Background: an optimization exercise with open tools, aiming at small area and a short achievable clock period. Do not read the settings as production practice. Function was checked by simulation only, so behaviour that the tests miss may differ from the original. Power is estimated from default activity; no workload was simulated. The flow treats the clock pin as an ideal source, which a real chip does not have.

Design fofb_link, start of the top module:
module fofb_link (
  input  logic                       ethClk,
  input  logic                       arst_n,
  input  logic                       beat_valid,
  input  logic                       beat_last,
  input  logic [32-1:0]   beat_value,
  input  logic [4-1:0]     readback_cmd,
  input  logic                       tx_ack,
  input  logic                       tx_strobe,
  input  logic                       tx_warn,
  input  logic                       rx_ready,
  input  logic                       rx_strobe,
  input  logic [7:0]                 rx_data,
  output logic                       tx_req,
  output logic [11-1:0]     tx_length,
  output logic [7:0]                 data_tx,
  output logic                       record_valid,
  output logic [7:0]                 record_supply,
  output logic [32-1:0]   record_value,
  output logic                       hdr_bad
);
export LEC_CHECK = 0
export CAP_MARGIN = 20
export CORE_MARGIN = 2
export CORE_UTILIZATION = 70
export CTS_CLUSTER_DIAMETER = 100
export CTS_CLUSTER_SIZE = 30
export SETUP_SLACK_MARGIN = 2.6
export SLEW_MARGIN = 20
create_clock -name core_clock -period 5.0 [get_ports {ethClk}]
standard.sh (not shown) runs the stock make flow with config.mk's settings and CLKGATE_MAP_FILE= SYNTH_SCRIPT=/design/flow/synth_recipe.tcl, a recipe that flattens the netlist after the stock synthesis.
==> flow/flow/run.sh <==
#!/bin/bash
# Standard layout, with every port buffered by a plain buffer (buf_1) in
# place of the delay cell buffer_ports picks by default.
set -euo pipefail
bash standard.sh "BUFFER_PORTS_ARGS=-buffer_cell sky130_fd_sc_hd__buf_1" finish > standard_flow.log 2>&1
The baseline finished with timing, DRC and antenna clean.
Rerun with:
Settings changed: CORE_UTILIZATION 70 to 60, CTS_CLUSTER_DIAMETER 100 to not set, CTS_CLUSTER_SIZE 30 to not set.
After rerunning: Final area increases by 6.2%; clock-buffer cell count rises by 70; power rose by 16%; routed wire length goes up by 5.6%; setup slack got worse by 9.9 ps.
Rerun with:
==> flow/flow/run.sh (replaced) <==
#!/bin/bash
# Standard layout, with every port buffered by a plain buffer (buf_1) in
# place of the delay cell buffer_ports picks by default, and the command
# input pins placed beside the data output pins they drive combinationally.
set -euo pipefail
here=$(pwd)
bash standard.sh "BUFFER_PORTS_ARGS=-buffer_cell sky130_fd_sc_hd__buf_1" \
  "IO_CONSTRAINTS=$here/flow/io.tcl" finish > standard_flow.log 2>&1
==> flow/flow/io.tcl (new file) <==
# Keep the command inputs next to the data outputs they reach through one gate.
set_io_pin_constraint -group -order -pin_names {data_tx[0] readback_cmd[0] data_tx[1] readback_cmd[1] data_tx[2] readback_cmd[2] data_tx[3] readback_cmd[3]}
Settings changed: CORE_UTILIZATION 60 to 82, CTS_CLUSTER_DIAMETER set to 100, CTS_CLUSTER_SIZE set to 30.
The changed run failed in detailed placement (3_5_place_dp) on DPL-0033.
Synthesized cell count does not change.
Area after synthesis stays the same.

== build 53 ==
Starting RTL as in the previous note.
Design fofb_link, start of the top module:
module fofb_link (
  input  logic                       ethClk,
  input  logic                       arst_n,
  input  logic                       beat_valid,
  input  logic                       beat_last,
  input  logic [32-1:0]   beat_value,
  input  logic [4-1:0]     readback_cmd,
  input  logic                       tx_ack,
  input  logic                       tx_strobe,
  input  logic                       tx_warn,
  input  logic                       rx_ready,
  input  logic                       rx_strobe,
  input  logic [7:0]                 rx_data,
  output logic                       tx_req,
  output logic [11-1:0]     tx_length,
  output logic [7:0]                 data_tx,
  output logic                       record_valid,
  output logic [7:0]                 record_supply,
  output logic [32-1:0]   record_value,
  output logic                       hdr_bad
);
==> flow/config.mk <==
export PLATFORM = sky130hd
export DESIGN_NAME = fofb_link
export DESIGN_NICKNAME = fofb_link
export VERILOG_FILES = /design/flow/design.v
export SDC_FILE = /design/flow/constraint.sdc
export NUM_CORES = 4
export LEC_CHECK = 0
export CAP_MARGIN = 20
export CORE_MARGIN = 2
export CORE_UTILIZATION = 70
export CTS_CLUSTER_DIAMETER = 100
export CTS_CLUSTER_SIZE = 30
export SETUP_SLACK_MARGIN = 2.65
export SLEW_MARGIN = 20
==> flow/constraint.sdc <==
create_clock -name core_clock -period 5.0 [get_ports {ethClk}]
set_input_delay 1.0000 -clock core_clock [delete_from_list [all_inputs] [get_ports {ethClk}]]
set_output_delay 1.0000 -clock core_clock [all_outputs]
set_load 0.01 [all_outputs]
==> flow/flow/run.sh <==
#!/bin/bash
# Standard layout, with every port buffered by a plain buffer (buf_1) in
# place of the delay cell buffer_ports picks by default, the command input
# pins placed beside the data output pins they drive combinationally, and
# clock tree synthesis without dummy loads.
set -euo pipefail
here=$(pwd)
bash standard.sh "BUFFER_PORTS_ARGS=-buffer_cell sky130_fd_sc_hd__buf_1" \
  "IO_CONSTRAINTS=$here/flow/io.tcl" \
  "CTS_ARGS=-sink_clustering_enable -repair_clock_nets -sink_clustering_size 30 -sink_clustering_max_diameter 100 -dont_use_dummy_load" \
  finish > standard_flow.log 2>&1
==> flow/flow/io.tcl <==
# Keep the command inputs next to the data outputs they reach through one gate.
set_io_pin_constraint -group -order -pin_names {data_tx[0] readback_cmd[0] data_tx[1] readback_cmd[1] data_tx[2] readback_cmd[2] data_tx[3] readback_cmd[3]}
Here is what was changed in the inputs of build 35 compared with build 53.
Settings: SETUP_SLACK_MARGIN changed from 2.65 to 2.75.
==> flow/flow/run.sh <==
#!/bin/bash
# Standard layout, with every port buffered by a plain buffer (buf_1) in
# place of the delay cell buffer_ports picks by default, and the command
# input pins placed beside the data output pins they drive combinationally.
set -euo pipefail
here=$(pwd)
bash standard.sh "BUFFER_PORTS_ARGS=-buffer_cell sky130_fd_sc_hd__buf_1" \
  "IO_CONSTRAINTS=$here/flow/io.tcl" finish > standard_flow.log 2>&1
==> summary.txt <==
- Changes observed in build 35 relative to build 53: global routing usage on met3 decreased by 0.65 points relative to the old numbers; fmax decreased by 2.3 MHz relative to the old numbers; buffers inserted during post-CTS setup optimization increased by 8 relative to the old numbers.
- The utilization reported for build 35 is greater than that of build 53 by 0.50 points.
- When build 35 is set beside build 53, its area growth from synthesis to layout turns out to be 0.71 points larger.
- Relative to build 53, worst path arrival time increased by 1.53 ns in build 35.
- [compare] base=build 53 new=build 35: detailed router's first-iteration violation count went down by 208; clock transition at the register clock pins on the worst setup and hold paths after CTS went up by 0.02 ns; number of buffers other than clock buffers in the final layout went up by 6.3%; sequential share of layout area went down by 0.53 points; clock-buffer cell count went up by about 33%.
## Diff of input files: build 91 against build 35
Settings: CORE_UTILIZATION changed from 70 to 60; SETUP_SLACK_MARGIN changed from 2.75 to 2.6; CTS_CLUSTER_SIZE removed (was 30); CTS_CLUSTER_DIAMETER removed (was 100).
==> flow/run.sh (new file) <==
#!/bin/bash
# synth_recipe.tcl (not shown) runs the flow's synth.tcl, then flattens the netlist and writes it again
# the make line also repeats each setting of config.mk as NAME=value (left out here)
make -C /OpenROAD-flow-scripts/flow DESIGN_CONFIG=/design/flow/config.mk WORK_HOME=/design/flow/orfs CLKGATE_MAP_FILE= SYNTH_SCRIPT=/design/flow/synth_recipe.tcl finish
removed: flow/flow/run.sh
removed: flow/flow/io.tcl
removed: flow/standard.sh
--- outcome ---
Build 91 vs. build 35: arrival time of data at the critical path endpoint decreased by 1.43 ns relative to the old numbers; power consumption rose 17%; critical path depth fell 6; area growth from synthesis to final layout has increased.
Input changes introduced in build 30 (baseline for comparison: build 91):
Settings: setting CTS_CLUSTER_DIAMETER to 100 for the first time; changing CORE_UTILIZATION from 60 to 76; setting CTS_CLUSTER_SIZE to 30 for the first time.
==> flow/flow/run.sh (new file) <==
#!/bin/bash
# Standard layout, with every port buffered by a plain buffer (buf_1) in
# place of the delay cell buffer_ports picks by default, and the command
# input pins placed beside the data output pins they drive combinationally.
set -euo pipefail
here=$(pwd)
bash standard.sh "BUFFER_PORTS_ARGS=-buffer_cell sky130_fd_sc_hd__buf_1" \
  "IO_CONSTRAINTS=$here/flow/io.tcl" finish > standard_flow.log 2>&1
==> flow/flow/io.tcl (new file) <==
# Keep the command inputs next to the data outputs they reach through one gate.
set_io_pin_constraint -group -order -pin_names {data_tx[0] readback_cmd[0] data_tx[1] readback_cmd[1] data_tx[2] readback_cmd[2] data_tx[3] readback_cmd[3]}
==> flow/standard.sh (new file) <==
#!/bin/bash
# synth_recipe.tcl (not shown) runs the flow's synth.tcl, then flattens the netlist and writes it again
# the make line also repeats each setting of config.mk as NAME=value (left out here)
make -C /OpenROAD-flow-scripts/flow DESIGN_CONFIG=/design/flow/config.mk WORK_HOME=/design/flow/orfs CLKGATE_MAP_FILE= SYNTH_SCRIPT=/design/flow/synth_recipe.tcl "${@:-finish}"
removed: flow/run.sh
--- outcome ---
- FAIL build 30 @ 3_5_place_dp: tool exited with error
- | starting density of the core | higher: build 30 |
- In terms of fraction of the mapped netlist area in compound gates, build 30 and build 91 differ only marginally.
- For synthesized instance count, build 30 and build 91 come out practically identical.
- What build 91 reported for placer congestion estimate has to be multiplied by 1.07 to get the figure for build 30.
- Build 30 vs build 91 — die boundary height dropped by more than 10%
- Simple logic cell fraction of the synthesized area came out exactly the same in build 30 and build 91.
- Comparing build 91 against build 30, there is no change at all in count of buffers from port buffering.
- Area of the mapped netlist came out exactly the same in build 30 and build 91.
Input-level comparison between build 34 and build 30:
Settings: swapping 2.6 for 2.5 in SETUP_SLACK_MARGIN; swapping 76 for 70 in CORE_UTILIZATION.
Results
Looking at die width, build 34 sits above build 30.
The remaining runs in build 34 and build 30 completed every stage, whereas build 30 halted early.
Build 30 did not finish; the tool stopped in 3_5_place_dp with error DPL-0033.
The final reports for build 34 and build 30 show post-detailed-placement half-perimeter wirelength lower in the former.
Build 30 -> build 34: routability congestion estimate from global placement increased slightly
Summary of build 34 over build 30: sequential element share of the synthesized area now sits at about the same level, floorplan die height picked up an extra about 4%, number of top-level pins barely changed.
Floorplan row count: build 34 > build 30

## port drivers added, routing unchanged
The flow's constraints put no driver on any port. The routed layouts listed below were extracted and timed again, unchanged, in two steps.
Step 1: set_driving_cell puts a clkbuf_16 on ethClk and a buf_2 on each other input, an assumption about the parent block.
Step 2 moves the port delays by t, midway between the first and last clock arrival at a register: inputs arrive t later, outputs are due t later. That takes back most of the time a late clock gives input paths.
Slacks: no drivers / after step 1 / after step 2; pairs: no drivers / after step 1.
run	t, ns	setup slack, ns	clock arrival spread, ns	worst data-port slew with drivers (ns)	cell pins on the clock port's net
the first run of note 1	0.676	2.549 / 2.507 / 2.114	0.029 / 0.029	0.06	1
the second run of note 1	0.715	2.539 / 2.492 / 2.120	0.026 / 0.026	0.06	1
build 53	0.646	2.633 / 2.595 / 2.182	0.044 / 0.044	0.06	1
build 35	0.678	2.620 / 2.582 / 2.144	0.029 / 0.029	0.07	1
build 91	0.708	2.533 / 2.487 / 2.082	0.023 / 0.023	0.06	1
build 34	0.674	2.538 / 2.516 / 2.150	0.018 / 0.018	0.07	1
After both steps every run listed still meets setup and hold. The setup slack of build 35, which loses most, moves by -0.038 ns with the drivers and by -0.476 ns with both steps.
